Source: an optimization exercise on an open RTL-to-GDS flow (aim: small area). Production flows keep margins and buffers that such runs may drop.
Only simulation tests tie the RTL to the original design; equivalence was not proved.
Power figures rest on the tool's default switching activity, not on a simulated workload.

--- flow/config.mk ---
export PLATFORM = sky130hd
export DESIGN_NAME = skin_box_overlay_top
export DESIGN_NICKNAME = skin_box_overlay_top
export VERILOG_FILES = /design/flow/design.v
export SDC_FILE = /design/flow/constraint.sdc
export NUM_CORES = 4
export LEC_CHECK = 0
export CAP_MARGIN = 20
export CORE_MARGIN = 2
export CORE_UTILIZATION = 55
export CTS_BUF_LIST = sky130_fd_sc_hd__clkbuf_8
export CTS_CLUSTER_DIAMETER = 60
export CTS_CLUSTER_SIZE = 16
export SLEW_MARGIN = 20
export SYNTH_HIERARCHICAL = 1
export SYNTH_MINIMUM_KEEP_SIZE = 0
--- flow/standard.sh ---
#!/bin/bash
# synth_recipe.tcl (not shown) runs the flow's synth.tcl, then flattens the netlist and writes it again
# the make line also repeats each setting of config.mk as NAME=value (left out here)
make -C /OpenROAD-flow-scripts/flow DESIGN_CONFIG=/design/flow/config.mk WORK_HOME=/design/flow/orfs CLKGATE_MAP_FILE= SYNTH_SCRIPT=/design/flow/synth_recipe.tcl "${@:-finish}"
--- flow/flow/run.sh ---
#!/bin/bash
# The standard layout (the standard.sh, standard synthesis unchanged), with two
# changes: ports are buffered with the smallest buffer (buf_1) instead of
# clkdlybuf4s50_1, and clock tree synthesis runs without dummy loads.
# Every port still gets its own buffer and the clock still reaches every register
# through the clock tree. make's full output goes to flow_make.log here; each ORFS
# step also keeps its own log under orfs/logs/.
set -euo pipefail
export BUFFER_PORTS_ARGS="-buffer_cell sky130_fd_sc_hd__buf_1"
export CTS_ARGS='-sink_clustering_enable -repair_clock_nets -dont_use_dummy_load -buf_list {sky130_fd_sc_hd__clkbuf_4 sky130_fd_sc_hd__clkbuf_8} -sink_clustering_size 16 -sink_clustering_max_diameter 60'
bash standard.sh > flow_make.log 2>&1
--- flow/design.v ---
module skin_hold (input logic e, en, d, q, output logic y);
    assign y = (e & d) | (en & q);
endmodule
module skin_area_cmp (
    input  logic [7:0]  w,
    input  logic [7:0]  h,
    input  logic [15:0] t,
    output logic        keep
);
    logic pp0;
    assign pp0 = ~((w[0] & h[0]));
    logic pp1;
    assign pp1 = ~((w[0] & h[1]));
    logic pp2;
    assign pp2 = ~((w[0] & h[2]));
    logic pp3;
    assign pp3 = ~((w[0] & h[3]));
    logic pp4;
    assign pp4 = ~((w[0] & h[4]));
    logic pp5;
    assign pp5 = ~((w[0] & h[5]));
    logic pp6;
    assign pp6 = ~((w[1] & h[0]));
    logic pp7;
    assign pp7 = ~((w[1] & h[1]));
    logic pp8;
    assign pp8 = ~((w[1] & h[2]));
    logic pp9;
    assign pp9 = ~((w[1] & h[3]));
    logic pp10;
    assign pp10 = ~((w[1] & h[4]));
    logic pp11;
    assign pp11 = ~((w[1] & h[5]));
    logic pp12;
    assign pp12 = ~((w[2] & h[0]));
    logic pp13;
    assign pp13 = ~((w[2] & h[1]));
    logic pp14;
    assign pp14 = ~((w[2] & h[2]));
    logic pp15;
    assign pp15 = ~((w[2] & h[3]));
    logic pp16;
    assign pp16 = ~((w[2] & h[4]));
    logic pp17;
    assign pp17 = ~((w[2] & h[5]));
    logic pp18;
    assign pp18 = ~((w[3] & h[0]));
    logic pp19;
    assign pp19 = ~((w[3] & h[1]));
    logic pp20;
    assign pp20 = ~((w[3] & h[2]));
    logic pp21;
    assign pp21 = ~((w[3] & h[3]));
    logic pp22;
    assign pp22 = ~((w[3] & h[4]));
    logic pp23;
    assign pp23 = ~((w[3] & h[5]));
    logic pp24;
    assign pp24 = ~((w[4] & h[0]));
    logic pp25;
    assign pp25 = ~((w[4] & h[1]));
    logic pp26;
    assign pp26 = ~((w[4] & h[2]));
    logic pp27;
    assign pp27 = ~((w[4] & h[3]));
    logic pp28;
    assign pp28 = ~((w[4] & h[4]));
    logic pp29;
    assign pp29 = ~((w[4] & h[5]));
    logic pp30;
    assign pp30 = ~((w[5] & h[0]));
    logic pp31;
    assign pp31 = ~((w[5] & h[1]));
    logic pp32;
    assign pp32 = ~((w[5] & h[2]));
    logic pp33;
    assign pp33 = ~((w[5] & h[3]));
    logic pp34;
    assign pp34 = ~((w[5] & h[4]));
    logic pp35;
    assign pp35 = ~((w[5] & h[5]));
    logic pp36;
    assign pp36 = ~((w[6] & h[0]));
    logic pp37;
    assign pp37 = ~((h[6] & w[0]));
    logic pp38;
    assign pp38 = ~((w[6] & h[1]) | (w[7] & h[0]));
    logic pp39;
    assign pp39 = ~((h[6] & w[1]) | (h[7] & w[0]));
    logic pp40;
    assign pp40 = ~((w[6] & h[2]) | (w[7] & h[1]));
    logic pp41;
    assign pp41 = ~((h[6] & w[2]) | (h[7] & w[1]));
    logic pp42;
    assign pp42 = ~((w[6] & h[3]) | (w[7] & h[2]));
    logic pp43;
    assign pp43 = ~((h[6] & w[3]) | (h[7] & w[2]));
    logic pp44;
    assign pp44 = ~((w[6] & h[4]) | (w[7] & h[3]));
    logic pp45;
    assign pp45 = ~((h[6] & w[4]) | (h[7] & w[3]));
    logic pp46;
    assign pp46 = ~((w[6] & h[5]) | (w[7] & h[4]));
    logic pp47;
    assign pp47 = ~((h[6] & w[5]) | (h[7] & w[4]));
    logic pp48;
    assign pp48 = ~((w[7] & h[5]));
    logic pp49;
    assign pp49 = ~((h[7] & w[5]));
    logic pp50;
    assign pp50 = ~((w[6] & h[6]));
    logic pp51;
    assign pp51 = ~((w[6] & h[7]) | (w[7] & h[6]));
    logic pp52;
    assign pp52 = ~((w[7] & h[7]));
    logic s0_h;
    logic c0_h;
    logic s0_f;
    logic c0_f;
    logic s1_h;
    logic c1_h;
    logic s1_f;
    logic c1_f;
    logic s2_h;
    logic c2_h;
    logic s2_f;
    logic c2_f;
    logic s3_h;
    logic c3_h;
    logic s3_f;
    logic c3_f;
    logic s4_h;
    logic c4_h;
    logic s4_f;
    logic c4_f;
    logic s5_f;
    logic c5_f;
    logic s6_f;
    logic c6_f;
    logic s7_f;
    logic c7_f;
    logic s8_f;
    logic c8_f;
    logic s9_f;
    logic c9_f;
    logic s10_f;
    logic c10_f;
    logic s11_f;
    logic c11_f;
    logic s12_f;
    logic c12_f;
    logic s13_f;
    logic c13_f;
    logic s14_f;
    logic c14_f;
    logic s5_h;
    logic c5_h;
    logic s15_f;
    logic c15_f;
    logic s16_f;
    logic c16_f;
    logic s17_f;
    logic c17_f;
    logic s18_f;
    logic c18_f;
    logic s19_f;
    logic c19_f;
    logic s20_f;
    logic c20_f;
    logic s21_f;
    logic c21_f;
    logic s22_f;
    logic c22_f;
    logic s23_f;
    logic c23_f;
    logic s24_f;
    logic c24_f;
    logic s6_h;
    logic c6_h;
    logic s25_f;
    logic c25_f;
    logic s26_f;
    logic c26_f;
    logic s27_f;
    logic c27_f;
    logic s28_f;
    logic c28_f;
    logic s29_f;
    logic c29_f;
    logic s30_f;
    logic c30_f;
    logic s31_f;
    logic c31_f;
    logic s32_f;
    logic c32_f;
    logic s33_f;
    logic c33_f;
    logic s34_f;
    logic c34_f;
    logic s35_f;
    logic c35_f;
    logic s36_f;
    logic c36_f;
    logic s7_h;
    logic c7_h;
    skin_fa1 ha0 (.a(pp5), .b(pp10), .s(s0_h), .co(c0_h));
    skin_fa fa0 (.a(pp11), .b(pp16), .c(pp21), .s(s0_f), .co(c0_f));
    skin_fa1 ha1 (.a(pp26), .b(pp31), .s(s1_h), .co(c1_h));
    skin_fa fa1 (.a(pp17), .b(pp22), .c(pp27), .s(s1_f), .co(c1_f));
    skin_fa1 ha2 (.a(pp32), .b(pp38), .s(s2_h), .co(c2_h));
    skin_fa fa2 (.a(pp23), .b(pp28), .c(pp33), .s(s2_f), .co(c2_f));
    skin_fa1 ha3 (.a(pp3), .b(pp8), .s(s3_h), .co(c3_h));
    skin_fa fa3 (.a(pp4), .b(pp9), .c(pp14), .s(s3_f), .co(c3_f));
    skin_fa1 ha4 (.a(pp19), .b(pp24), .s(s4_h), .co(c4_h));
    skin_fa fa4 (.a(s0_h), .b(pp15), .c(pp20), .s(s4_f), .co(c4_f));
    skin_fa fa5 (.a(pp25), .b(pp30), .c(t[5]), .s(s5_f), .co(c5_f));
    skin_fa fa6 (.a(s0_f), .b(s1_h), .c(pp36), .s(s6_f), .co(c6_f));
    skin_fa fa7 (.a(pp37), .b(t[6]), .c(c0_h), .s(s7_f), .co(c7_f));
    skin_fa fa8 (.a(s1_f), .b(s2_h), .c(pp39), .s(s8_f), .co(c8_f));
    skin_fa fa9 (.a(t[7]), .b(c0_f), .c(c1_h), .s(s9_f), .co(c9_f));
    skin_fa fa10 (.a(s2_f), .b(pp40), .c(pp41), .s(s10_f), .co(c10_f));
    skin_fa fa11 (.a(t[8]), .b(c1_f), .c(c2_h), .s(s11_f), .co(c11_f));
    skin_fa fa12 (.a(pp29), .b(pp34), .c(pp42), .s(s12_f), .co(c12_f));
    skin_fa fa13 (.a(pp43), .b(t[9]), .c(c2_f), .s(s13_f), .co(c13_f));
    skin_fa fa14 (.a(pp35), .b(pp44), .c(pp45), .s(s14_f), .co(c14_f));
    skin_fa1 ha5 (.a(pp2), .b(pp7), .s(s5_h), .co(c5_h));
    skin_fa fa15 (.a(s3_h), .b(pp13), .c(pp18), .s(s15_f), .co(c15_f));
    skin_fa fa16 (.a(s3_f), .b(s4_h), .c(t[4]), .s(s16_f), .co(c16_f));
    skin_fa fa17 (.a(s4_f), .b(s5_f), .c(c3_f), .s(s17_f), .co(c17_f));
    skin_fa fa18 (.a(s6_f), .b(s7_f), .c(c4_f), .s(s18_f), .co(c18_f));
    skin_fa fa19 (.a(s8_f), .b(s9_f), .c(c6_f), .s(s19_f), .co(c19_f));
    skin_fa fa20 (.a(s10_f), .b(s11_f), .c(c8_f), .s(s20_f), .co(c20_f));
    skin_fa fa21 (.a(s12_f), .b(s13_f), .c(c10_f), .s(s21_f), .co(c21_f));
    skin_fa fa22 (.a(s14_f), .b(t[10]), .c(c12_f), .s(s22_f), .co(c22_f));
    skin_fa fa23 (.a(pp46), .b(pp47), .c(t[11]), .s(s23_f), .co(c23_f));
    skin_fa fa24 (.a(pp48), .b(pp49), .c(pp50), .s(s24_f), .co(c24_f));
    skin_fa1 ha6 (.a(pp1), .b(pp6), .s(s6_h), .co(c6_h));
    skin_fa fa25 (.a(s5_h), .b(pp12), .c(t[2]), .s(s25_f), .co(c25_f));
    skin_fa fa26 (.a(s15_f), .b(t[3]), .c(c5_h), .s(s26_f), .co(c26_f));
    skin_fa fa27 (.a(s16_f), .b(c3_h), .c(c15_f), .s(s27_f), .co(c27_f));
    skin_fa fa28 (.a(s17_f), .b(c4_h), .c(c16_f), .s(s28_f), .co(c28_f));
    skin_fa fa29 (.a(s18_f), .b(c5_f), .c(c17_f), .s(s29_f), .co(c29_f));
    skin_fa fa30 (.a(s19_f), .b(c7_f), .c(c18_f), .s(s30_f), .co(c30_f));
    skin_fa fa31 (.a(s20_f), .b(c9_f), .c(c19_f), .s(s31_f), .co(c31_f));
    skin_fa fa32 (.a(s21_f), .b(c11_f), .c(c20_f), .s(s32_f), .co(c32_f));
    skin_fa fa33 (.a(s22_f), .b(c13_f), .c(c21_f), .s(s33_f), .co(c33_f));
    skin_fa fa34 (.a(s23_f), .b(c14_f), .c(c22_f), .s(s34_f), .co(c34_f));
    skin_fa fa35 (.a(s24_f), .b(t[12]), .c(c23_f), .s(s35_f), .co(c35_f));
    skin_fa fa36 (.a(pp51), .b(t[13]), .c(c24_f), .s(s36_f), .co(c36_f));
    skin_fa1 ha7 (.a(pp52), .b(t[14]), .s(s7_h), .co(c7_h));
    logic [15:0] ra, rb;
    assign ra = {t[15], s7_h, s36_f, s35_f, s34_f, s33_f, s32_f, s31_f, s30_f, s29_f, s28_f, s27_f, s26_f, s25_f, s6_h, pp0};
    assign rb = {c7_h, c36_f, c35_f, c34_f, c33_f, c32_f, c31_f, c30_f, c29_f, c28_f, c27_f, c26_f, c25_f, c6_h, t[1], t[0]};
    logic co16n;
    skin_carry16n fin (.a(ra), .b(rb), .con(co16n));
    assign keep = co16n;
endmodule
module skin_fa (input logic a, b, c, output logic s, co);
    assign s  = a ^ b ^ c;
    assign co = (a & b) | (a & c) | (b & c);
endmodule
module skin_xnor2 (input logic a, b, output logic y);
    assign y = ~(a ^ b);
endmodule
module skin_or2 (input logic a, b, output logic y);
    assign y = a | b;
endmodule
module skin_fa1 (input logic a, b, output logic s, co);
    skin_xnor2 u_s (.a(a), .b(b), .y(s));
    skin_or2   u_c (.a(a), .b(b), .y(co));
endmodule
module skin_carry16n (input logic [15:0] a, b, output logic con);
    logic [16:0] s;
    assign s   = {1'b0, a} + {1'b0, b};
    assign con = ~s[16];
endmodule
module skin_bor (input logic a, b, c, output logic y);
    assign y = (~a & b) | (~a & c) | (b & c);
endmodule
module skin_lt #(parameter int N = 8) (input logic [N-1:0] a, b, output logic y);
    logic [N:0] c;
    assign c[1] = ~a[0] & b[0];
    for (genvar i = 1; i < N; i++) begin : s
        skin_bor u (.a(a[i]), .b(b[i]), .c(c[i]), .y(c[i+1]));
    end
    assign y = c[N];
endmodule
module skin_eq #(parameter int N = 8) (input logic [N-1:0] a, b, output logic y);
    assign y = (a == b);
endmodule
module skin_near16 (input logic [7:0] u, r, output logic y);
    logic       eq_lo;
    logic [4:0] c;
    logic [7:4] s;
    skin_eq #(4) u_eq (.a(u[3:0]), .b(r[3:0]), .y(eq_lo));
    skin_lt #(4) u_lt (.a(r[3:0]), .b(u[3:0]), .y(c[0]));
    for (genvar i = 0; i < 4; i++) begin : hi
        skin_fa u_fa (.a(u[4+i]), .b(~r[4+i]), .c(c[i]), .s(s[4+i]), .co(c[i+1]));
    end
    assign y = (~c[4] & s[7] & s[6] & s[5] & (s[4] | eq_lo)) |
               ( c[4] & ~s[7] & ~s[6] & ~s[5] & ~s[4]);
endmodule
module skin_sel4 (input logic [3:0] s, input logic [3:0] d, output logic y);
    assign y = (s[0] & d[0]) | (s[1] & d[1]) | (s[2] & d[2]) | (s[3] & d[3]);
endmodule
module skin_ao222n (input logic a1, a2, b1, b2, c1, c2, output logic y);
    assign y = ~((a1 & a2) | (b1 & b2) | (c1 & c2));
endmodule
module skin_sel12 (input logic [11:0] s, input logic [11:0] d, output logic y);
    logic [3:0] n;
    for (genvar g = 0; g < 4; g++) begin : grp
        skin_ao222n u (.a1(s[3*g]), .a2(d[3*g]), .b1(s[3*g+1]), .b2(d[3*g+1]),
                       .c1(s[3*g+2]), .c2(d[3*g+2]), .y(n[g]));
    end
    assign y = ~&n;
endmodule
module skin_box_overlay_top (
    input  logic        clk,
    input  logic        reset,
    input  logic        vsync_i,
    input  logic        href_i,
    input  logic        pix_stb_i,
    input  logic [7:0]  u_i,
    input  logic [7:0]  v_i,
    input  logic [7:0]  u_ref_i,
    input  logic [7:0]  v_ref_i,
    input  logic [15:0] area_thresh_i,
    input  logic        mode_i,
    input  logic [9:0]  draw_x_i,
    input  logic [9:0]  draw_y_i,
    input  logic [6:0]  luma_i,
    output logic [6:0]  red_o,
    output logic [6:0]  green_o,
    output logic [6:0]  blue_o
);
    logic       href_q, vsync_q;
    logic [1:0] xc;
    logic [7:0] xo;
    logic [1:0] yr;
    logic [7:0] yo;
    logic       hit_stb, fe, stale, latch;
    logic [2:0] fcnt;
    logic href_fall, vsync_rise, x_in, y_in, pix_cnt, chroma_match, pix_hit;
    logic [7:0] xo_inc, yo_inc;
    assign xo_inc = xo + 8'd1;
    assign yo_inc = yo + 8'd1;
    assign href_fall  = href_q & ~href_i;
    assign vsync_rise = vsync_i & ~vsync_q;
    assign x_in       = ~((xc == 2'd3) && (xo == 8'd159));
    assign y_in       = (yr != 2'd3);
    assign pix_cnt    = pix_stb_i & href_i & x_in;
    logic u_near, v_near;
    skin_near16 u_nu (.u(u_i), .r(u_ref_i), .y(u_near));
    skin_near16 u_nv (.u(v_i), .r(v_ref_i), .y(v_near));
    assign chroma_match = u_near & v_near;
    assign pix_hit = pix_cnt & y_in & chroma_match;
    always_ff @(posedge clk or posedge reset) begin
        if (reset) begin
            href_q  <= 1'b0;
            vsync_q <= 1'b0;
            xc      <= 2'd0;
            xo      <= 8'd255;
            yr      <= 2'd0;
            yo      <= 8'd0;
            hit_stb <= 1'b0;
            fe      <= 1'b0;
            stale   <= 1'b0;
            latch   <= 1'b0;
            fcnt    <= 3'd0;
        end else begin
            href_q  <= href_i;
            vsync_q <= vsync_i;
            hit_stb <= pix_hit;
            fe      <= vsync_rise;
            stale   <= fe;
            latch   <= fe && (fcnt == 3'd4);
            if (fe) fcnt <= (fcnt == 3'd4) ? 3'd0 : fcnt + 3'd1;
            if (href_fall) begin
                xc <= 2'd0;
                xo <= 8'd255;
            end else if (pix_cnt) begin
                if (xo == 8'd159) begin
                    xc <= xc + 2'd1;
                    xo <= 8'd0;
                end else begin
                    xo <= xo_inc;
                end
            end
            if (vsync_rise) begin
                yr <= 2'd0;
                yo <= 8'd0;
            end else if (href_fall && y_in) begin
                if (yo == 8'd159) begin
                    yr <= yr + 2'd1;
                    yo <= 8'd0;
                end else begin
                    yo <= yo_inc;
                end
            end
        end
    end
    logic [1:0]      k;
    logic [3:0]      act_v, a_v, b_v;
    logic [3:0][7:0] act_mnx, act_mxx, act_mny, act_mxy;
    logic [3:0][7:0] a_mnx, a_mxx, a_mny, a_mxy;
    logic [3:0][7:0] b_mnx, b_mxx, b_mny, b_mxy;
    logic       shift;
    logic       upd;
    logic       empty_sel;
    logic [7:0] cur_mnx, cur_mxx;
    logic       lt_x, gt_x;
    assign shift     = ~fe & ~stale & y_in & (yr != k);
    assign upd       = hit_stb & ~fe;
    assign empty_sel = ~act_v[xc] | stale;
    logic [3:0] xsel;
    logic       ge_x;
    always_comb for (int r = 0; r < 4; r++) xsel[r] = (xc == 2'(r));
    for (genvar i = 0; i < 8; i++) begin : cur_b
        skin_sel4 u_mn (.s(xsel), .d({act_mnx[3][i], act_mnx[2][i], act_mnx[1][i], act_mnx[0][i]}), .y(cur_mnx[i]));
        skin_sel4 u_mx (.s(xsel), .d({act_mxx[3][i], act_mxx[2][i], act_mxx[1][i], act_mxx[0][i]}), .y(cur_mxx[i]));
    end
    skin_lt #(8) u_ltx (.a(xo), .b(cur_mnx), .y(lt_x));
    skin_lt #(8) u_gex (.a(xo), .b(cur_mxx), .y(ge_x));
    assign gt_x = ~ge_x;
    always_ff @(posedge clk or posedge reset) begin
        if (reset) begin
            k     <= 2'd0;
            act_v <= 4'd0;
            a_v   <= 4'd0;
            b_v   <= 4'd0;
        end else if (stale) begin
            k     <= 2'd0;
            a_v   <= 4'd0;
            b_v   <= 4'd0;
            act_v <= 4'd0;
            if (hit_stb) act_v[xc] <= 1'b1;
        end else if (shift) begin
            k     <= k + 2'd1;
            a_v   <= act_v;
            b_v   <= a_v;
            act_v <= 4'd0;
        end else if (upd) begin
            act_v[xc] <= 1'b1;
        end
    end
    logic [3:0] csel;
    logic [3:0] we_mnx, we_mxx, we_mny, we_mxy;
    always_comb begin
        for (int r = 0; r < 4; r++) begin
            csel[r]   = upd && (xc == 2'(r));
            we_mnx[r] = csel[r] & (empty_sel | lt_x);
            we_mxx[r] = csel[r] & (empty_sel | gt_x);
            we_mny[r] = csel[r] & empty_sel;
            we_mxy[r] = csel[r];
        end
    end
    logic [3:0][7:0] act_mnx_d, act_mxx_d, act_mny_d, act_mxy_d;
    logic [3:0][7:0] a_mnx_d, a_mxx_d, a_mny_d, a_mxy_d;
    logic [3:0][7:0] b_mnx_d, b_mxx_d, b_mny_d, b_mxy_d;
    logic shift_n;
    assign shift_n = ~shift;
    for (genvar r = 0; r < 4; r++) begin : trk_r
        for (genvar i = 0; i < 8; i++) begin : trk_b
            skin_hold h_amnx (.e(we_mnx[r]), .en(~we_mnx[r]), .d(xo[i]), .q(act_mnx[r][i]), .y(act_mnx_d[r][i]));
            skin_hold h_amxx (.e(we_mxx[r]), .en(~we_mxx[r]), .d(xo_inc[i]), .q(act_mxx[r][i]), .y(act_mxx_d[r][i]));
            skin_hold h_amny (.e(we_mny[r]), .en(~we_mny[r]), .d(yo[i]), .q(act_mny[r][i]), .y(act_mny_d[r][i]));
            skin_hold h_amxy (.e(we_mxy[r]), .en(~we_mxy[r]), .d(yo_inc[i]), .q(act_mxy[r][i]), .y(act_mxy_d[r][i]));
            skin_hold h_rmnx (.e(shift), .en(shift_n), .d(act_mnx[r][i]), .q(a_mnx[r][i]), .y(a_mnx_d[r][i]));
            skin_hold h_rmxx (.e(shift), .en(shift_n), .d(act_mxx[r][i]), .q(a_mxx[r][i]), .y(a_mxx_d[r][i]));
            skin_hold h_rmny (.e(shift), .en(shift_n), .d(act_mny[r][i]), .q(a_mny[r][i]), .y(a_mny_d[r][i]));
            skin_hold h_rmxy (.e(shift), .en(shift_n), .d(act_mxy[r][i]), .q(a_mxy[r][i]), .y(a_mxy_d[r][i]));
            skin_hold h_bmnx (.e(shift), .en(shift_n), .d(a_mnx[r][i]), .q(b_mnx[r][i]), .y(b_mnx_d[r][i]));
            skin_hold h_bmxx (.e(shift), .en(shift_n), .d(a_mxx[r][i]), .q(b_mxx[r][i]), .y(b_mxx_d[r][i]));
            skin_hold h_bmny (.e(shift), .en(shift_n), .d(a_mny[r][i]), .q(b_mny[r][i]), .y(b_mny_d[r][i]));
            skin_hold h_bmxy (.e(shift), .en(shift_n), .d(a_mxy[r][i]), .q(b_mxy[r][i]), .y(b_mxy_d[r][i]));
        end
    end
    always_ff @(posedge clk) begin
        act_mnx <= act_mnx_d;
        act_mxx <= act_mxx_d;
        act_mny <= act_mny_d;
        act_mxy <= act_mxy_d;
        a_mnx   <= a_mnx_d;
        a_mxx   <= a_mxx_d;
        a_mny   <= a_mny_d;
        a_mxy   <= a_mxy_d;
        b_mnx   <= b_mnx_d;
        b_mxx   <= b_mxx_d;
        b_mny   <= b_mny_d;
        b_mxy   <= b_mxy_d;
    end
    logic [1:0]           s_k;
    logic [2:0][3:0]      s_v;
    logic [2:0][3:0][7:0] s_mnx, s_mxx, s_mny, s_mxy;
    always_ff @(posedge clk or posedge reset) begin
        if (reset) begin
            s_k <= 2'd0;
            s_v <= '0;
        end else if (latch) begin
            s_k <= k;
            s_v <= {b_v, a_v, act_v};
        end
    end
    logic [2:0][3:0][7:0] t_mnx, t_mxx, t_mny, t_mxy;
    logic [2:0][3:0][7:0] s_mnx_d, s_mxx_d, s_mny_d, s_mxy_d;
    logic latch_n;
    assign latch_n = ~latch;
    assign t_mnx = {b_mnx, a_mnx, act_mnx};
    assign t_mxx = {b_mxx, a_mxx, act_mxx};
    assign t_mny = {b_mny, a_mny, act_mny};
    assign t_mxy = {b_mxy, a_mxy, act_mxy};
    for (genvar r = 0; r < 12; r++) begin : smp_r
        for (genvar i = 0; i < 8; i++) begin : smp_b
            skin_hold h_mnx (.e(latch), .en(latch_n), .d(t_mnx[r/4][r%4][i]), .q(s_mnx[r/4][r%4][i]), .y(s_mnx_d[r/4][r%4][i]));
            skin_hold h_mxx (.e(latch), .en(latch_n), .d(t_mxx[r/4][r%4][i]), .q(s_mxx[r/4][r%4][i]), .y(s_mxx_d[r/4][r%4][i]));
            skin_hold h_mny (.e(latch), .en(latch_n), .d(t_mny[r/4][r%4][i]), .q(s_mny[r/4][r%4][i]), .y(s_mny_d[r/4][r%4][i]));
            skin_hold h_mxy (.e(latch), .en(latch_n), .d(t_mxy[r/4][r%4][i]), .q(s_mxy[r/4][r%4][i]), .y(s_mxy_d[r/4][r%4][i]));
        end
    end
    always_ff @(posedge clk) begin
        s_mnx <= s_mnx_d;
        s_mxx <= s_mxx_d;
        s_mny <= s_mny_d;
        s_mxy <= s_mxy_d;
    end
    logic [15:0] thr_q;
    always_ff @(posedge clk) thr_q <= {area_thresh_i[15:5], area_thresh_i[4] | (area_thresh_i == 16'd0), area_thresh_i[3:0]};
    logic [4:0] dxh, dyh;
    logic [3:0] dcol_oh;
    logic [2:0] drow_oh;
    logic [2:0] dxo_hi, dyo_hi;
    logic [7:0] dx, dy, dx1, dy1;
    assign dxh = draw_x_i[9:5];
    assign dyh = draw_y_i[9:5];
    always_comb begin
        for (int j = 0; j < 4; j++) dcol_oh[j] = (dxh >= 5'(5*j)) && (dxh < 5'(5*j+5));
        for (int i = 0; i < 3; i++) drow_oh[i] = (dyh >= 5'(5*i)) && (dyh < 5'(5*i+5));
    end
    assign dxo_hi = 3'(dxh % 5'd5);
    assign dyo_hi = 3'(dyh % 5'd5);
    assign dx  = {dxo_hi, draw_x_i[4:0]};
    assign dy  = {dyo_hi, draw_y_i[4:0]};
    assign dx1 = dx + 8'd1;
    assign dy1 = dy + 8'd1;
    logic [2:0] ksel;
    logic [2:0] psel;
    always_comb begin
        for (int i = 0; i < 3; i++) ksel[i] = (s_k == 2'(i));
        psel[0] = (ksel[0] & drow_oh[0]) | (ksel[1] & drow_oh[1]) | (ksel[2] & drow_oh[2]);
        psel[1] = (ksel[1] & drow_oh[0]) | (ksel[2] & drow_oh[1]);
        psel[2] = (ksel[2] & drow_oh[0]);
    end
    logic [11:0] osel;
    always_comb begin
        for (int i = 0; i < 3; i++)
            for (int j = 0; j < 4; j++)
                osel[4*i+j] = psel[i] & dcol_oh[j];
    end
    logic       bv;
    logic [7:0] mnx, mxx, mny, mxy;
    skin_sel12 u_sel_v (.s(osel), .d(s_v), .y(bv));
    for (genvar i = 0; i < 8; i++) begin : ov_b
        logic [11:0] dmnx, dmxx, dmny, dmxy;
        for (genvar r = 0; r < 12; r++) begin : ov_r
            assign dmnx[r] = s_mnx[r/4][r%4][i];
            assign dmxx[r] = s_mxx[r/4][r%4][i];
            assign dmny[r] = s_mny[r/4][r%4][i];
            assign dmxy[r] = s_mxy[r/4][r%4][i];
        end
        skin_sel12 u_mnx (.s(osel), .d(dmnx), .y(mnx[i]));
        skin_sel12 u_mxx (.s(osel), .d(dmxx), .y(mxx[i]));
        skin_sel12 u_mny (.s(osel), .d(dmny), .y(mny[i]));
        skin_sel12 u_mxy (.s(osel), .d(dmxy), .y(mxy[i]));
    end
    logic [7:0]  bw, bh;
    logic        keep, on_edge, paint;
    assign bw      = mxx - mnx;
    assign bh      = mxy - mny;
    skin_area_cmp u_area (.w(bw), .h(bh), .t(thr_q), .keep(keep));
    logic ltx_mn, ltx_mx, eqx_mn, eqx_mx, lty_mn, lty_mx, eqy_mn, eqy_mx;
    skin_lt #(8) u_e1 (.a(dx),  .b(mnx), .y(ltx_mn));
    skin_lt #(8) u_e2 (.a(dx),  .b(mxx), .y(ltx_mx));
    skin_eq #(8) u_e3 (.a(dx),  .b(mnx), .y(eqx_mn));
    skin_eq #(8) u_e4 (.a(dx1), .b(mxx), .y(eqx_mx));
    skin_lt #(8) u_e5 (.a(dy),  .b(mny), .y(lty_mn));
    skin_lt #(8) u_e6 (.a(dy),  .b(mxy), .y(lty_mx));
    skin_eq #(8) u_e7 (.a(dy),  .b(mny), .y(eqy_mn));
    skin_eq #(8) u_e8 (.a(dy1), .b(mxy), .y(eqy_mx));
    assign on_edge = ((eqy_mn | eqy_mx) & ~ltx_mn & ltx_mx) |
                     ((eqx_mn | eqx_mx) & ~lty_mn & lty_mx);
    assign paint   = mode_i & bv & keep & on_edge;
    logic [6:0] g_q;
    logic       paint_q;
    always_ff @(posedge clk or posedge reset) begin
        if (reset) begin
            g_q     <= 7'd0;
            paint_q <= 1'b0;
        end else begin
            g_q     <= paint ? 7'd0 : luma_i;
            paint_q <= paint;
        end
    end
    assign red_o   = g_q | {7{paint_q}};
    assign green_o = g_q;
    assign blue_o  = g_q;
endmodule
--- flow/constraint.sdc ---
create_clock -name core_clock -period 10.0 [get_ports {clk}]
set_input_delay 2.0000 -clock core_clock [delete_from_list [all_inputs] [get_ports {clk}]]
set_output_delay 2.0000 -clock core_clock [all_outputs]
set_load 0.01 [all_outputs]
==> results of run 1 <==
per-module statistics from Yosys, one instance, submodules excluded, a selection:
module	cells	flops+latches	cell area, um2
skin_or2	1	0	6.26
skin_carry16n	36	0	312
skin_sel12	1	0	6.26
skin_xnor2	1	0	8.76
skin_sel4	3	0	18.8
skin_box_overlay_top	1342	849	20500
skin_bor	2	0	15.0
skin_hold	1	0	8.76
skin_near16	8	0	50.0
skin_fa	1	0	20.0
skin_area_cmp	69	0	450
skin_ao222n	1	0	10.0
sequential cells by signal, indices dropped and copies added, names as in the netlist, 12 cells and up:
name / flops
s_mxx: 96
a_mnx: 32
act_mxx: 32
s_v: 12
s_mxy: 96
thr_q: 16
act_mnx: 32
b_mxy: 32
s_mny: 96
a_mny: 32
act_mxy: 32
b_mnx: 32
a_mxx: 32
act_mny: 32
b_mxx: 32
s_mnx: 96
a_mxy: 32
b_mny: 32
final cells by class:
type	instances	area (um2)
inverters	116	450
clock buffers	66	908
repair buffers	160	888
well taps	765	957
flip-flops and latches	849	17300
diodes	3	7.51
fillers	4803	23000
multi-input cells	1664	14300
cell families after synthesis:
family                     count (synthesis)
AOI/OAI and AO/OA                       1054
adders and majority gates                142
DFF                                      849
muxes                                     20
xor gates and xnor gates                  96
buffers and inverters                    154
and+or+nand+nor                          348
power groups by stage:
stage | clock [W] | sequential (W) | combinational, W
6_report | 0.00165 | 0.00348 | 0.000346
5_1_grt | 0.00180 | 0.00348 | 0.000379
4_1_cts | 0.00169 | 0.00348 | 0.000342
3_5_place_dp | 0 | 0.00355 | 0.000340
3_3_place_gp | 0 | 0.00355 | 0.000329
2_1_floorplan | 0 | 0.00355 | 0.000213
per-layer routing:
layer  up-vias  wire [um]  track usage
li1      10950          -            -
met1     12270      41400        0.435
met2      1014      43400        0.479
met3       164       7700       0.0530
met4        10       2360       0.0816
met5         -         59            0
timing repair:
action	4_1_cts	5_1_grt
resized for setup	0	3
buffers inserted	0	3
hold buffers	0	0
setup endpoints to repair	0	8
path summary, 6_finish.rpt:
check	end	slack, ns	cells past startpoint
worst max-delay path	g_q[3]	0.42	26
worst min-delay path	s_mxy[74]	0.44	1
worst max register to register	g_q[3]	1.91	23
worst min register to register	s_mxy[74]	0.44	1
max in group asynchronous	latch	7.82	3
min in group asynchronous	g_q[5]	1.53	3
through the flow:
step | worst slack (ns) | util | setup TNS, ns
2_1_floorplan | 0.897 | - | 0
6_report | 0.421 | 0.603 | 0
3_3_place_gp | -0.282 | 0.585 | -2.00
5_1_grt | 0.0162 | 0.603 | 0
3_5_place_dp | -0.358 | 0.585 | -2.57
4_1_cts | 0.359 | 0.601 | 0
cell usage in the layout, fill, tap and decap left out, types with 20 or more instances in the layout:
| cell type | instances |
|---|---|
| xor2_1 | 29 |
| ha_1 | 47 |
| a22oi_1 | 35 |
| dfrtp_1 | 56 |
| a222oi_1 | 132 |
| nand4_1 | 45 |
| a22o_1 | 772 |
| clkbuf_8 | 66 |
| nand2_1 | 123 |
| fa_1 | 47 |
| inv_1 | 112 |
| xnor2_1 | 66 |
| maj3_2 | 48 |
| buf_4 | 53 |
| nor2_1 | 46 |
| a21oi_1 | 27 |
| o21ai_0 | 20 |
| buf_1 | 101 |
| dfxtp_1 | 784 |
==> run_results.csv, run 1 <==
group,metric,value,unit
yosys,avgSynthCellArea,12.1,um2
setup_path,crit_path_start_kind,"primary input",
pwr,p_switching,0.00135,W
sta,setup_viol,0,
sta,fmax,104,MHz
yosys,synthXorXnorAreaFrac,0.0261,
setup_path,crit_required,10.58,ns
worst_hold_path,hold_path_class,"reg2reg",
yosys,ys_seq_area_frac,0.538,
job,drv_cap,0,
pwr,intPower,0.00413,W
floorplan,dieArea,60500,um2
sta,final.setup_skew,0.0617,ns
sta,slew_violations,0,
detailed_routing,drt-vias-per-instance,6.74,
setup_path,cp-startpoint,"draw_x_i[8]",
grt,grt_antenna_before_repair,8,
setup_path,end_kind,"register",
yosys,synth_area,32200,um2
placement,dp_cells,3547,
sta,fin_crit_sh,0.958,
yosys,yosys-top-cells-area,"dfxtp_1 49%, a22o_1 21%, dfrtp_1 4.4%, a222oi_1 4.1%, fa_1 2.9%",
grt,grt_usage,0.305,
detailed_routing,detail_route.iter0.violations,3276,
cells_and_area,nets,3032,
yosys,synthMuxAreaShare,0.00680,
yosys,synth_top_family_by_area,"compound AO/OA/AOI/OAI gates",
floorplan,die_w,246,um
floorplan,fp.dieH,246,um
pwr,pwr-share-comb,0.063,
detailed_routing,wire_per_inst,26.2,um
pwr,p_per_area,157,nW/um2
cells_and_area,fin_cells,3623,
grt,gr-total-overflow,0,
yosys,synth-simple-area-share,0.0564,
worst_hold_path,hold_start,"b_mxy[10]",
setup_path,critPathBufInv,3,
clock_tree,h-tree-depth,3,
sta,period_needed,9.58,ns
yosys,synthFlopType,"dfxtp_1",
placement,numPortBuffers,101,
setup_path,cpMaxStageDelayCell,"nor2_4",
yosys,yosysUniqueCellTypes,75,
clock_tree,clkTransAtPathRegs,0.10,ns
setup_path,critPathKind,"in2reg",
setup_path,crit_arrival,10.16,ns
cells_and_area,drive_gt1_frac,0.0921,
setup_path,worst_path_most_repeated_cell,"fa_1",
sta,grt_setup_unrepaired,"false",
detailed_routing,drtPass1Iterations,7,
yosys,synth-seq-cells,849,
setup_path,crit_family,"adder cells",
floorplan,start_util,0.557,
setup_path,critical_path.max_fanout,23,
grt,grt_pass1_vias,23850,
pwr,clkPwrFrac,0.302,
yosys,synth_edf_count,0,
grt,grt_max_degree,222,
clock_tree,clockBufferDepth,3,
clock_tree,cts_root_buf,"clkbuf_8",
setup_path,timing.rr.start,"s_k[1]",
pwr,total_power,0.00548,W
clock_tree,insertion_delay,0.69,ns
pwr,p_sw_frac,0.247,
status,status,"complete, no violations",
cells_and_area,areaGrowthSynthToFinish,8.22,%
detailed_routing,drt_wl_total,94.9,mm
placement,hpwl,59.6,mm
yosys,syn_nets,2838,
yosys,synthAdderAreaFrac,0.0643,
detailed_routing,vias,24408,
sta,final-hold-violation-count,0,
grt,grt_pass1_wl,145,mm
placement,placed_area,33800,um2
yosys,syn_inst,2663,
yosys,yosysWarnings,7,
detailed_routing,ant_nets,0,
yosys,yosysMostFrequentCell,"dfxtp_1",
yosys,yosys-top-cells-count,"784 x dfxtp_1, 772 x a22o_1, 132 x a222oi_1",
clock_tree,clock-sinks,849,
sta,worst_slew_pin_slew,1.24,ns
clock_tree,cts_made_buffers,66,
floorplan,coreArea,57800,um2
detailed_routing,drc_errors,0,
yosys,synth_top_area_cell,"dfxtp_1",
yosys,yosys.area.top_type_share,0.487,
floorplan,rows,88,
clock_tree,cts_tree,"built",
pwr,p_seq_frac,0.635,
yosys,synth-compound-area-share,0.286,
sta,holdWs,0.441,ns
pwr,p_leak,13.5,nW
yosys,async_flop_share,0.0766,
sta,relSlewSlack,0.171,
setup_path,critPathMaxStageDelay,1.01,ns
pwr,max-vdd-ir-drop,0.134,mV
cells_and_area,fin_area,34800,um2
placement,place_congestion,0.878,
floorplan,io-pin-count,102,
==> run 2: changes to the inputs <==
--- a/flow/flow/run.sh
+++ b/flow/flow/run.sh
@@ -7,5 +7,5 @@
 # step also keeps its own log under orfs/logs/.
 set -euo pipefail
 export BUFFER_PORTS_ARGS="-buffer_cell sky130_fd_sc_hd__buf_1"
-export CTS_ARGS='-sink_clustering_enable -repair_clock_nets -dont_use_dummy_load -buf_list {sky130_fd_sc_hd__clkbuf_4 sky130_fd_sc_hd__clkbuf_8} -sink_clustering_size 16 -sink_clustering_max_diameter 60'
+export CTS_ARGS='-sink_clustering_enable -repair_clock_nets -dont_use_dummy_load -buf_list sky130_fd_sc_hd__clkbuf_8 -sink_clustering_size 20 -sink_clustering_max_diameter 50'
 bash standard.sh > flow_make.log 2>&1
==> run_results.csv, run 2 <==
group,metric,value,unit
placement,placed_area,33800,um2
yosys,synth_top_area_cell,"dfxtp_1",
clock_tree,clkTransAtPathRegs,0.12,ns
clock_tree,cts_made_buffers,73,
pwr,p_per_area,159,nW/um2
yosys,syn_nets,2838,
pwr,p_leak,13.5,nW
yosys,synth_area,32200,um2
grt,gr-total-overflow,0,
job,drv_cap,0,
cells_and_area,layout_commonest_cell,"dfxtp_1",
placement,pre_cts_ws,-0.358,ns
setup_path,critical_path.max_fanout,12,
yosys,yosys-top-cells-area,"dfxtp_1 49%, a22o_1 21%, dfrtp_1 4.4%, a222oi_1 4.1%, fa_1 2.9%",
setup_path,critPathKind,"in2reg",
worst_hold_path,whs_path_depth,1,
worst_hold_path,hold_start,"b_mnx[1]",
placement,numPortBuffers,101,
worst_hold_path,hold_end,"s_mnx[65]",
yosys,synthMuxAreaShare,0.00680,
detailed_routing,drt_wl_total,94.7,mm
sta,period_needed,9.51,ns
pwr,p_switching,0.00136,W
floorplan,rows,88,
setup_path,crit_path_start_kind,"primary input",
detailed_routing,drc_errors,0,
pwr,intPower,0.00419,W
grt,grt_antenna_before_repair,9,
setup_path,timing.rr.start,"s_k[0]",
detailed_routing,vias,24549,
yosys,yosys-top-cells-count,"784 x dfxtp_1, 772 x a22o_1, 132 x a222oi_1",
placement,place_congestion,0.878,
yosys,yosysMostFrequentCell,"dfxtp_1",
floorplan,dieArea,60500,um2
setup_path,r2r_setup_slack,2.02,ns
floorplan,start_util,0.557,
setup_path,crit_arrival,10.08,ns
pwr,p_sw_frac,0.245,
sta,setup_ws,0.487,ns
sta,fmax,105,MHz
cells_and_area,fin_cells,3631,
cells_and_area,fin_area,34900,um2
sta,final.setup_skew,0.0753,ns
clock_tree,clock-sinks,849,
sta,worst_slew_pin_slew,1.20,ns
yosys,synth-simple-area-share,0.0564,
floorplan,coreArea,57800,um2
clock_tree,hold_buffers,0,
yosys,yosys.area.top_type_share,0.487,
grt,grt_pass1_wl,145,mm
sta,relSlewSlack,0.199,
grt,grt_usage,0.305,
yosys,synthAdderAreaFrac,0.0643,
clock_tree,insertion_delay,0.71,ns
detailed_routing,drtPass1Iterations,6,
grt,grt_max_degree,222,
cells_and_area,nets,3040,
placement,dp_cells,3547,
pwr,clkPwrFrac,0.311,
cells_and_area,layout_common_cells,"784 x dfxtp_1, 772 x a22o_1, 132 x a222oi_1",
setup_path,r2r_end,"g_q[1]",
sta,fin_crit_sh,0.951,
clock_tree,cts_root_buf,"clkbuf_8",
setup_path,crit_required,10.56,ns
yosys,async_flop_share,0.0766,
sta,slew_violations,0,
floorplan,die_w,246,um
floorplan,io-pin-count,102,
sta,setup_viol,0,
yosys,yosysWarnings,7,
clock_tree,clockBufferDepth,3,
clock_tree,h-tree-depth,3,
pwr,pwr-share-comb,0.062,
yosys,syn_inst,2663,
worst_hold_path,hold_path_class,"reg2reg",
yosys,synth_edf_count,0,
detailed_routing,ant_nets,0,
yosys,synthFlopType,"dfxtp_1",
grt,grt_pass1_vias,23960,
pwr,p_seq_frac,0.627,
cells_and_area,seqCellArea,17300,um2
cells_and_area,multiInputGateArea,14300,um2
setup_path,end_kind,"register",
yosys,synthXorXnorAreaFrac,0.0261,
detailed_routing,detail_route.iter0.violations,2976,
placement,hpwl,59.6,mm
status,status,"complete, no violations",
floorplan,fp.dieH,246,um
detailed_routing,wire_per_inst,26.1,um
clock_tree,cts_tree,"built",
pwr,total_power,0.00555,W
yosys,synth_top_family_by_area,"compound AO/OA/AOI/OAI gates",
sta,final-hold-violation-count,0,
cells_and_area,drive_gt1_frac,0.0947,
yosys,synth-seq-cells,849,
cells_and_area,fillers,4789,
yosys,yosysUniqueCellTypes,75,
sta,grt_setup_unrepaired,"false",
yosys,avgSynthCellArea,12.1,um2
yosys,synth-compound-area-share,0.286,
setup_path,r2r_cells,25,
yosys,ys_seq_area_frac,0.538,
pwr,max-vdd-ir-drop,0.117,mV
detailed_routing,drt-vias-per-instance,6.76,
cells_and_area,areaGrowthSynthToFinish,8.55,%
[run 2: layer usage]
| metal | GRT usage | part of all wire |
|---|---|---|
| met1 | 0.432 | 0.44 |
| met3 | 0.0593 | 0.082 |
| met2 | 0.474 | 0.45 |
| met5 | 0 | 0.00079 |
| met4 | 0.0884 | 0.025 |
[run 2: critical path, stage by stage]
cell and delay, ns:
buf_1 0.29, nor2b_1 0.17, nor2b_1 0.17, a41oi_2 0.60, nor2_4 0.32, buf_4 0.30
a222oi_1 0.53, nand4_1 0.31, inv_1 0.12, ha_1 0.21, fa_1 0.23, nor2b_1 0.05
o21ai_0 0.18, nand2b_1 0.11, xor2_1 0.53, nand2_1 0.16, fa_1 0.51, fa_1 0.51
fa_1 0.52, fa_1 0.43, ha_1 0.29, a21o_1 0.18, nand3_1 0.07, a21oi_1 0.06
nor4_1 0.28, buf_4 0.17, o2111ai_1 0.40, and2_1 0.34
[run 2: worst max path at each step]
| stage | from | endpoint | slack, ns | cells after the start |
|---|---|---|---|---|
| 2_1_floorplan | draw_y_i[8] | g_q[0] | 0.90 | 31 |
| 3_3_place_gp | draw_y_i[7] | g_q[5] | -0.28 | 32 |
| 3_5_place_dp | draw_y_i[6] | g_q[3] | -0.36 | 29 |
| 4_1_cts | draw_y_i[6] | g_q[1] | 0.36 | 29 |
| 5_1_grt | draw_y_i[7] | g_q[4] | 0.02 | 30 |
| 6_report | draw_x_i[7] | g_q[1] | 0.49 | 28 |
[run 2: kinds of logic (layout without fill, tap and decap cells)]
group	count (synthesis)	count (layout)
AO/OA/AOI/OAI	1054	1054
flip-flops	849	849
AND/OR/NAND/NOR	348	352
buffers and inverters	154	350
adder cells (fa/ha/maj)	142	142
XOR/XNOR	96	96
multiplexers	20	20
other	0	3
[run 2: what timing repair did]
item | 4_1_cts | 5_1_grt
resized for setup | 0 | 3
endpoints found under the setup margin | 0 | 8
hold endpoints to repair | 0 | 0
setup buffers | 0 | 4
[run 2: modules after synthesis, one instance, submodules excluded, a selection]
module | copies in the design | cell area [um2] | cells | flops+latches
skin_ao222n | 132 | 10.0 | 1 | 0
skin_area_cmp | 1 | 450 | 69 | 0
skin_bor | 48 | 15.0 | 2 | 0
skin_box_overlay_top | 1 | 20500 | 1342 | 849
skin_carry16n | 1 | 312 | 36 | 0
skin_fa | 45 | 20.0 | 1 | 0
skin_hold | 768 | 8.76 | 1 | 0
skin_near16 | 2 | 50.0 | 8 | 0
skin_or2 | 8 | 6.26 | 1 | 0
skin_sel12 | 33 | 6.26 | 1 | 0
skin_sel4 | 16 | 18.8 | 3 | 0
skin_xnor2 | 8 | 8.76 | 1 | 0
[run 2: layout make-up]
class	instances	area share
clock buffers	73	0.0287
diodes	3	0.000215
inverters	116	0.0129
flip-flops and latches	849	0.496
multi-input cells	1664	0.409
repair buffers	161	0.0256
well taps	765	0.0274
[run 2: power by group through the flow]
stage                     clock, W  sequential, W  combinational, W
after global routing       0.00188        0.00348          0.000379
after global placement           0        0.00355          0.000329
final                      0.00172        0.00348          0.000346
after detailed placement         0        0.00355          0.000340
after floorplan                  0        0.00355          0.000213
after CTS                  0.00176        0.00348          0.000341
[run 2: through the flow]
stage | utilization | hold WS [ns] | TNS [ns]
floorplan | - | 0.352 | 0
detailed placement | 0.585 | 0.455 | -2.57
global placement | 0.585 | 0.451 | -2.00
finish | 0.605 | 0.411 | 0
CTS | 0.602 | 0.415 | 0
global route | 0.605 | 0.415 | 0
==> run 3: changes to the inputs <==
--- a/flow/flow/run.sh
+++ b/flow/flow/run.sh
@@ -7,5 +7,5 @@
 # step also keeps its own log under orfs/logs/.
 set -euo pipefail
 export BUFFER_PORTS_ARGS="-buffer_cell sky130_fd_sc_hd__buf_1"
-export CTS_ARGS='-sink_clustering_enable -repair_clock_nets -dont_use_dummy_load -buf_list sky130_fd_sc_hd__clkbuf_8 -sink_clustering_size 20 -sink_clustering_max_diameter 50'
+export CTS_ARGS='-sink_clustering_enable -repair_clock_nets -dont_use_dummy_load -buf_list sky130_fd_sc_hd__clkbuf_4 -sink_clustering_size 10 -sink_clustering_max_diameter 45'
 bash standard.sh > flow_make.log 2>&1
==> run_results.csv, run 3 <==
group,metric,value,unit
pwr,max-vdd-ir-drop,0.0995,mV
detailed_routing,drt-vias-per-instance,6.73,
yosys,yosysUniqueCellTypes,75,
yosys,syn_inst,2663,
floorplan,rows,88,
yosys,ys_seq_area_frac,0.538,
detailed_routing,drc_errors,0,
floorplan,dieArea,60500,um2
job,drv_cap,0,
yosys,yosys.area.top_type_share,0.487,
pwr,total_power,0.00538,W
grt,gr-total-overflow,0,
yosys,synth-seq-cells,849,
placement,placed_area,33800,um2
sta,fin_crit_sh,0.945,
setup_path,crit_arrival,10.26,ns
clock_tree,cts_made_buffers,108,
floorplan,start_util,0.557,
pwr,p_leak,13.5,nW
setup_path,worst_path_most_repeated_cell,"fa_1",
yosys,syn_nets,2838,
sta,fmax,106,MHz
setup_path,end_kind,"register",
detailed_routing,vias,24632,
setup_path,crit_required,10.80,ns
placement,hpwl,59.6,mm
clock_tree,cts_root_buf,"clkbuf_4",
detailed_routing,detail_route.iter0.violations,3256,
cells_and_area,multiInputGateArea,14300,um2
grt,grt_pass1_wl,145,mm
clock_tree,insertion_delay,0.90,ns
floorplan,io-pin-count,102,
clock_tree,cts_tree,"built",
sta,grt_setup_unrepaired,"false",
clock_tree,clock-sinks,849,
detailed_routing,wire_per_inst,25.5,um
floorplan,fp.dieH,246,um
detailed_routing,drtPass1Iterations,8,
clock_tree,h-tree-depth,3,
floorplan,die_w,246,um
sta,final.setup_skew,0.121,ns
cells_and_area,nets,3067,
yosys,synth_area,32200,um2
setup_path,crit_path_start_kind,"primary input",
yosys,synthFlopType,"dfxtp_1",
sta,slew_violations,0,
floorplan,coreArea,57800,um2
status,status,"complete, no violations",
clock_tree,hold_buffers,0,
sta,relSlewSlack,0.239,
detailed_routing,ant_nets,0,
sta,worst_slew_pin_slew,1.14,ns
setup_path,critical_path.max_fanout,12,
yosys,yosys-top-cells-area,"dfxtp_1 49%, a22o_1 21%, dfrtp_1 4.4%, a222oi_1 4.1%, fa_1 2.9%",
grt,grt_pass1_vias,24268,
sta,period_needed,9.45,ns
pwr,p_per_area,155,nW/um2
sta,setup_viol,0,
worst_hold_path,whs_path_depth,1,
yosys,synth_edf_count,0,
clock_tree,cts_post_setup_buffers_inserted,0,
cells_and_area,layout_common_cells,"784 x dfxtp_1, 772 x a22o_1, 132 x a222oi_1",
placement,numPortBuffers,101,
yosys,yosysWarnings,7,
setup_path,critPathKind,"in2reg",
grt,grt_max_degree,222,
setup_path,cpMaxStageDelayCell,"a41oi_1",
yosys,synth_top_area_cell,"dfxtp_1",
placement,place_congestion,0.878,
cells_and_area,fillers,4853,
worst_hold_path,hold_path_class,"reg2reg",
setup_path,critPathMaxStageDelay,0.78,ns
clock_tree,post_cts_resized,0,
yosys,yosysMostFrequentCell,"dfxtp_1",
yosys,yosys-top-cells-count,"784 x dfxtp_1, 772 x a22o_1, 132 x a222oi_1",
cells_and_area,seqCellArea,17300,um2
cells_and_area,drive_gt1_frac,0.102,
clock_tree,clkTransAtPathRegs,0.10,ns
cells_and_area,layout_commonest_cell,"dfxtp_1",
clock_tree,clockBufferDepth,3,
yosys,avgSynthCellArea,12.1,um2
sta,final-hold-violation-count,0,
grt,grt_usage,0.306,
cells_and_area,fin_area,34600,um2
cells_and_area,areaGrowthSynthToFinish,7.61,%
grt,grt_antenna_before_repair,10,
yosys,async_flop_share,0.0766,
setup_path,r2r_cells,23,
detailed_routing,drt_wl_total,93.4,mm
-- run 3: routing by layer --
layer,part of all wire,global-route usage,vias up
met5,0.00074,0,-
met4,0.029,0.0982,12
met3,0.081,0.0593,177
met2,0.45,0.474,1042
met1,0.44,0.432,12318
li1,-,-,11083
-- run 3: final cells by class --
type / instances / area share
multi-input combinational: 1660 / 0.411
antenna: 5 / 0.000361
inverter: 116 / 0.0130
tap: 765 / 0.0276
timing repair buffer: 157 / 0.0239
clock buffer: 108 / 0.0234
sequential: 849 / 0.500
-- run 3: where the power goes --
group	switching, W	internal, W
Clock	0.00107	0.000493
Combinational	0.000232	0.000112
Sequential	0.0000562	0.00342
Total	0.00136	0.00402
-- run 3: worst paths after layout --
check / start / endpoint / slack [ns]
min: b_mnx[1] / s_mnx[65] / 0.38
min reg2reg: b_mnx[1] / s_mnx[65] / 0.38
max: draw_x_i[7] / g_q[3] / 0.55
max in group asynchronous: reset / yo[4] / 8.05
max reg2reg: s_k[0] / g_q[3] / 1.83
min in group asynchronous: reset / g_q[5] / 1.32
-- run 3: worst max-delay path: cells and delay by family --
family	cells	cell delay (ns)
simple gates	8	1.89
buf+inv	3	0.77
xor+xnor	1	0.37
compound gates	9	2.55
fa+ha+maj	6	2.66
-- run 3: per-module statistics from Yosys (local to each module, per instance), a selection --
module,times used,flops+latches
skin_ao222n,132,0
skin_area_cmp,1,0
skin_bor,48,0
skin_box_overlay_top,1,849
skin_carry16n,1,0
skin_fa,45,0
skin_hold,768,0
skin_near16,2,0
skin_or2,8,0
skin_sel12,33,0
skin_sel4,16,0
skin_xnor2,8,0
-- run 3: kinds of logic after synthesis --
logic type / after synthesis / synth area share
AO/OA/AOI/OAI: 1054 / 0.286
adder cells (fa/ha/maj): 142 / 0.0643
flip-flops: 849 / 0.538
buffers and inverters: 154 / 0.0222
multiplexers: 20 / 0.00680
XOR/XNOR: 96 / 0.0261
AND/OR/NAND/NOR: 348 / 0.0564
-- run 3: per-stage QoR --
stage / std cells / setup WS (ns) / util / setup TNS [ns] / hold slack (ns)
after global routing: 3658 / 0.0294 / 0.599 / 0 / 0.423
after detailed placement: 3547 / -0.358 / 0.585 / -2.57 / 0.455
final: 3660 / 0.547 / 0.599 / 0 / 0.375
after global placement: 3547 / -0.282 / 0.585 / -2.00 / 0.451
after CTS: 3655 / 0.611 / 0.599 / 0 / 0.403
after floorplan: 2663 / 0.897 / - / 0 / 0.352
==> run 4: changes to the inputs <==
--- a/flow/design.v
+++ b/flow/design.v
@@ -274,14 +274,14 @@
     assign s   = {1'b0, a} + {1'b0, b};
     assign con = ~s[16];
 endmodule
-module skin_bor (input logic a, b, c, output logic y);
-    assign y = (~a & b) | (~a & c) | (b & c);
+module skin_maj3 (input logic a, b, c, output logic y);
+    assign y = (a & b) | (a & c) | (b & c);
 endmodule
-module skin_lt #(parameter int N = 8) (input logic [N-1:0] a, b, output logic y);
+module skin_lt #(parameter int N = 8) (input logic [N-1:0] an, b, output logic y);
     logic [N:0] c;
-    assign c[1] = ~a[0] & b[0];
+    assign c[1] = an[0] & b[0];
     for (genvar i = 1; i < N; i++) begin : s
-        skin_bor u (.a(a[i]), .b(b[i]), .c(c[i]), .y(c[i+1]));
+        skin_maj3 u (.a(an[i]), .b(b[i]), .c(c[i]), .y(c[i+1]));
     end
     assign y = c[N];
 endmodule
@@ -293,7 +293,7 @@
     logic [4:0] c;
     logic [7:4] s;
     skin_eq #(4) u_eq (.a(u[3:0]), .b(r[3:0]), .y(eq_lo));
-    skin_lt #(4) u_lt (.a(r[3:0]), .b(u[3:0]), .y(c[0]));
+    skin_lt #(4) u_lt (.an(~r[3:0]), .b(u[3:0]), .y(c[0]));
     for (genvar i = 0; i < 4; i++) begin : hi
         skin_fa u_fa (.a(u[4+i]), .b(~r[4+i]), .c(c[i]), .s(s[4+i]), .co(c[i+1]));
     end
@@ -419,8 +419,10 @@
         skin_sel4 u_mn (.s(xsel), .d({act_mnx[3][i], act_mnx[2][i], act_mnx[1][i], act_mnx[0][i]}), .y(cur_mnx[i]));
         skin_sel4 u_mx (.s(xsel), .d({act_mxx[3][i], act_mxx[2][i], act_mxx[1][i], act_mxx[0][i]}), .y(cur_mxx[i]));
     end
-    skin_lt #(8) u_ltx (.a(xo), .b(cur_mnx), .y(lt_x));
-    skin_lt #(8) u_gex (.a(xo), .b(cur_mxx), .y(ge_x));
+    logic [7:0] xo_n;
+    assign xo_n = ~xo;
+    skin_lt #(8) u_ltx (.an(xo_n), .b(cur_mnx), .y(lt_x));
+    skin_lt #(8) u_gex (.an(xo_n), .b(cur_mxx), .y(ge_x));
     assign gt_x = ~ge_x;
     always_ff @(posedge clk or posedge reset) begin
         if (reset) begin
@@ -578,12 +580,15 @@
     assign bh      = mxy - mny;
     skin_area_cmp u_area (.w(bw), .h(bh), .t(thr_q), .keep(keep));
     logic ltx_mn, ltx_mx, eqx_mn, eqx_mx, lty_mn, lty_mx, eqy_mn, eqy_mx;
-    skin_lt #(8) u_e1 (.a(dx),  .b(mnx), .y(ltx_mn));
-    skin_lt #(8) u_e2 (.a(dx),  .b(mxx), .y(ltx_mx));
+    logic [7:0] dx_n, dy_n;
+    assign dx_n = ~dx;
+    assign dy_n = ~dy;
+    skin_lt #(8) u_e1 (.an(dx_n), .b(mnx), .y(ltx_mn));
+    skin_lt #(8) u_e2 (.an(dx_n), .b(mxx), .y(ltx_mx));
     skin_eq #(8) u_e3 (.a(dx),  .b(mnx), .y(eqx_mn));
     skin_eq #(8) u_e4 (.a(dx1), .b(mxx), .y(eqx_mx));
-    skin_lt #(8) u_e5 (.a(dy),  .b(mny), .y(lty_mn));
-    skin_lt #(8) u_e6 (.a(dy),  .b(mxy), .y(lty_mx));
+    skin_lt #(8) u_e5 (.an(dy_n), .b(mny), .y(lty_mn));
+    skin_lt #(8) u_e6 (.an(dy_n), .b(mxy), .y(lty_mx));
     skin_eq #(8) u_e7 (.a(dy),  .b(mny), .y(eqy_mn));
     skin_eq #(8) u_e8 (.a(dy1), .b(mxy), .y(eqy_mx));
     assign on_edge = ((eqy_mn | eqy_mx) & ~ltx_mn & ltx_mx) |
--- a/flow/config.mk
+++ b/flow/config.mk
@@ -8,9 +8,10 @@
 export CAP_MARGIN = 20
 export CORE_MARGIN = 2
 export CORE_UTILIZATION = 55
-export CTS_BUF_LIST = sky130_fd_sc_hd__clkbuf_8
-export CTS_CLUSTER_DIAMETER = 60
-export CTS_CLUSTER_SIZE = 16
+export CTS_BUF_LIST = sky130_fd_sc_hd__clkbuf_4
+export CTS_CLUSTER_DIAMETER = 45
+export CTS_CLUSTER_SIZE = 10
+export PLACE_DENSITY = 0.75
 export SLEW_MARGIN = 20
 export SYNTH_HIERARCHICAL = 1
 export SYNTH_MINIMUM_KEEP_SIZE = 0
==> run_results.csv, run 4 <==
group,metric,value,unit
status,status,"complete, no violations",
sta,final.setup_skew,0.110,ns
cells_and_area,fillers,4731,
clock_tree,post_cts_resized,0,
setup_path,cpMaxStageDelayCell,"nor2_4",
sta,fin_crit_sh,0.929,
placement,hpwl,58.9,mm
sta,slew_violations,0,
clock_tree,insertion_delay,0.91,ns
cells_and_area,drive_gt1_frac,0.0984,
pwr,p_switching,0.00136,W
yosys,yosys-top-cells-area,"dfxtp_1 49%, a22o_1 21%, dfrtp_1 4.4%, a222oi_1 4.1%, fa_1 2.9%",
yosys,yosysUniqueCellTypes,75,
sta,fmax,108,MHz
setup_path,crit_path_start_kind,"primary input",
placement,dp_cells,3552,
clock_tree,clock-sinks,849,
clock_tree,clockBufferDepth,3,
yosys,synth_edf_count,0,
sta,setup_viol,0,
setup_path,critPathKind,"in2reg",
clock_tree,cts_root_buf,"clkbuf_4",
clock_tree,cts_tree,"built",
pwr,clkPwrFrac,0.282,
detailed_routing,wire_per_inst,24.7,um
yosys,ys_seq_area_frac,0.539,
setup_path,end_kind,"register",
yosys,syn_nets,2839,
setup_path,critical_path.max_fanout,23,
job,drv_cap,0,
sta,worst_slew_pin_slew,1.25,ns
sta,period_needed,9.29,ns
grt,grt_max_degree,242,
detailed_routing,vias,24957,
floorplan,fp.dieH,246,um
yosys,synthFlopType,"dfxtp_1",
floorplan,start_util,0.556,
pwr,p_per_area,155,nW/um2
setup_path,crit_family,"adder cells",
yosys,syn_inst,2664,
grt,grt_pass1_vias,24070,
cells_and_area,fin_cells,3655,
yosys,yosys-top-cells-count,"784 x dfxtp_1, 772 x a22o_1, 132 x a222oi_1",
clock_tree,cts_made_buffers,99,
floorplan,dieArea,60400,um2
worst_hold_path,hold_path_class,"reg2reg",
sta,grt_setup_unrepaired,"false",
pwr,intPower,0.00399,W
setup_path,crit_required,10.80,ns
yosys,yosysWarnings,7,
detailed_routing,drt_wl_total,90.4,mm
detailed_routing,ant_nets,0,
yosys,synth_top_area_cell,"dfxtp_1",
pwr,p_leak,13.3,nW
sta,final-hold-violation-count,0,
detailed_routing,drtPass1Iterations,10,
yosys,async_flop_share,0.0766,
placement,placed_area,33900,um2
cells_and_area,nets,3063,
detailed_routing,detail_route.iter0.violations,3335,
sta,setup_ws,0.709,ns
floorplan,coreArea,57800,um2
pwr,p_seq_frac,0.649,
clock_tree,hold_buffers,0,
placement,pre_cts_ws,-0.129,ns
sta,relSlewSlack,0.166,
yosys,yosys.area.top_type_share,0.488,
grt,grt_usage,0.293,
cells_and_area,layout_common_cells,"784 x dfxtp_1, 772 x a22o_1, 132 x a222oi_1",
detailed_routing,drt-vias-per-instance,6.83,
floorplan,die_w,246,um
placement,numPortBuffers,101,
setup_path,worst_path_most_repeated_cell,"fa_1",
pwr,pwr-share-comb,0.069,
floorplan,io-pin-count,102,
cells_and_area,areaGrowthSynthToFinish,7.61,%
clock_tree,h-tree-depth,3,
setup_path,critPathBufInv,7,
setup_path,critPathMaxStageDelay,0.86,ns
cells_and_area,fin_area,34600,um2
grt,grt_pass1_wl,140,mm
yosys,avgSynthCellArea,12.1,um2
setup_path,crit_arrival,10.09,ns
yosys,yosysMostFrequentCell,"dfxtp_1",
placement,place_congestion,0.918,
clock_tree,cts_post_setup_buffers_inserted,0,
floorplan,rows,88,
pwr,p_sw_frac,0.254,
yosys,synth-seq-cells,849,
detailed_routing,drc_errors,0,
yosys,synth_area,32200,um2
grt,grt_antenna_before_repair,5,
grt,gr-total-overflow,0,
pwr,max-vdd-ir-drop,0.0842,mV
cells_and_area,layout_commonest_cell,"dfxtp_1",
clock_tree,clkTransAtPathRegs,0.10,ns
run 4: metal layers:
layer	wire, um	GRT usage
met5	40	0
met3	8260	0.0617
met1	37800	0.395
met4	3280	0.0993
met2	41100	0.467
run 4: layout make-up:
cell class / count / area, um2 / area share
Antenna cell: 4 / 10.0 / 0.000289
Clock buffer: 99 / 743 / 0.0215
Inverter: 94 / 368 / 0.0106
Multi-Input combinational cell: 1682 / 14300 / 0.413
Sequential cell: 849 / 17300 / 0.501
Tap cell: 765 / 957 / 0.0277
Timing Repair Buffer: 162 / 891 / 0.0257
run 4: stage by stage:
| step | total power, W | util | hold WS [ns] | setup TNS (ns) |
|---|---|---|---|---|
| 3_3_place_gp | 0.00390 | 0.586 | 0.451 | 0 |
| 5_1_grt | 0.00554 | 0.599 | 0.480 | 0 |
| 3_5_place_dp | 0.00391 | 0.586 | 0.452 | -0.860 |
| 6_report | 0.00535 | 0.599 | 0.462 | 0 |
| 2_1_floorplan | 0.00377 | - | 0.352 | 0 |
| 4_1_cts | 0.00537 | 0.599 | 0.455 | 0 |
run 4: path summary, 6_finish.rpt:
kind,from,endpoint,slack (ns),cells after the start
min in group asynchronous,reset,g_q[3],1.32,3
hold reg to reg,b_mnx[22],s_mnx[86],0.46,1
setup / recovery,draw_y_i[8],g_q[5],0.71,31
setup reg to reg,s_k[1],g_q[5],1.94,26
max in group asynchronous,reset,latch,8.06,3
hold / removal,b_mnx[22],s_mnx[86],0.46,1
run 4: worst register-to-register path, stage by stage (launching register included):
cell,delay [ns]
dfrtp_1,0.49
nor2b_1,0.20
a21oi_1,0.76
nor2_4,0.37
a222oi_1,0.45
nand4_1,0.33
ha_1,0.39
nor2b_1,0.13
o21ai_0,0.15
nand2b_1,0.11
a21o_1,0.20
a21oi_1,0.21
xnor2_1,0.37
nand2_1,0.21
fa_1,0.57
fa_1,0.52
fa_1,0.52
fa_1,0.43
ha_1,0.30
a21o_1,0.18
nand3_1,0.07
a21oi_1,0.06
nor4_1,0.31
buf_4,0.18
o2111ai_1,0.10
buf_4,0.21
and2_1,0.17
run 4: logic make-up (layout without fill, tap and decap cells):
group | after synthesis | in the layout | synth area share
XOR/XNOR | 96 | 96 | 0.0264
multiplexers | 22 | 22 | 0.00747
adder cells (fa/ha/maj) | 142 | 142 | 0.0643
AO/OA/AOI/OAI | 1058 | 1058 | 0.287
AND/OR/NAND/NOR | 364 | 364 | 0.0563
buffers and inverters | 133 | 355 | 0.0196
flip-flops | 849 | 849 | 0.539
other | 0 | 4 | 0
run 4: power groups by stage:
stage               clock (W)  sequential, W  combinational [W]
finish                0.00151        0.00347           0.000371
global route          0.00166        0.00348           0.000402
floorplan                   0        0.00355           0.000220
detailed placement          0        0.00355           0.000364
CTS                   0.00153        0.00347           0.000366
global placement            0        0.00354           0.000351
run 4: modules after synthesis, one instance, submodules excluded, excerpt:
module / flip-flops and latches / times used / cells / area [um2]
skin_ao222n: 0 / 132 / 1 / 10.0
skin_area_cmp: 0 / 1 / 69 / 450
skin_box_overlay_top: 849 / 1 / 1383 / 20700
skin_carry16n: 0 / 1 / 36 / 312
skin_fa: 0 / 45 / 1 / 20.0
skin_hold: 0 / 768 / 1 / 8.76
skin_maj3: 0 / 48 / 1 / 11.3
skin_near16: 0 / 2 / 12 / 65.1
skin_or2: 0 / 8 / 1 / 6.26
skin_sel12: 0 / 33 / 1 / 6.26
skin_sel4: 0 / 16 / 3 / 18.8
skin_xnor2: 0 / 8 / 1 / 8.76

afterwards: timing with drivers on the ports:
In the flow no input, the clock included, has a driving cell. The finished layouts below were timed again as built, in two steps. Step 1 (the two cells are an assumption about what drives the block):
set clk [get_ports {clk}]
set_driving_cell -lib_cell sky130_fd_sc_hd__clkbuf_16 $clk
set_driving_cell -lib_cell sky130_fd_sc_hd__buf_2 [delete_from_list [all_inputs] $clk]
Step 2 adds t to the input delays and takes it off the output delays; t is the mean of the earliest and latest rising clock arrival at the registers after step 1. Input paths then give back, and output paths get back, about the clock's delay inside the block. Three values: no drivers, after step 1, after step 2; two values: the first two.
run	t (ns)	setup WS [ns]	latest minus earliest clock arrival (ns)	slew at the worst register clock pin (ns)
run 1	0.718	0.421 / 0.350 / -0.367	0.068 / 0.067	0.10 / 0.10
run 2	0.727	0.487 / 0.415 / -0.312	0.098 / 0.098	0.12 / 0.12
run 3	0.908	0.547 / 0.464 / -0.445	0.129 / 0.129	0.11 / 0.11
run 4	0.916	0.709 / 0.749 / -0.168	0.111 / 0.111	0.12 / 0.12
With both steps, setup timing fails in every run listed, where it was met with ideal ports. The setup slack of run 3, which loses most, moves by -0.083 ns with the drivers and by -0.992 ns with both steps.
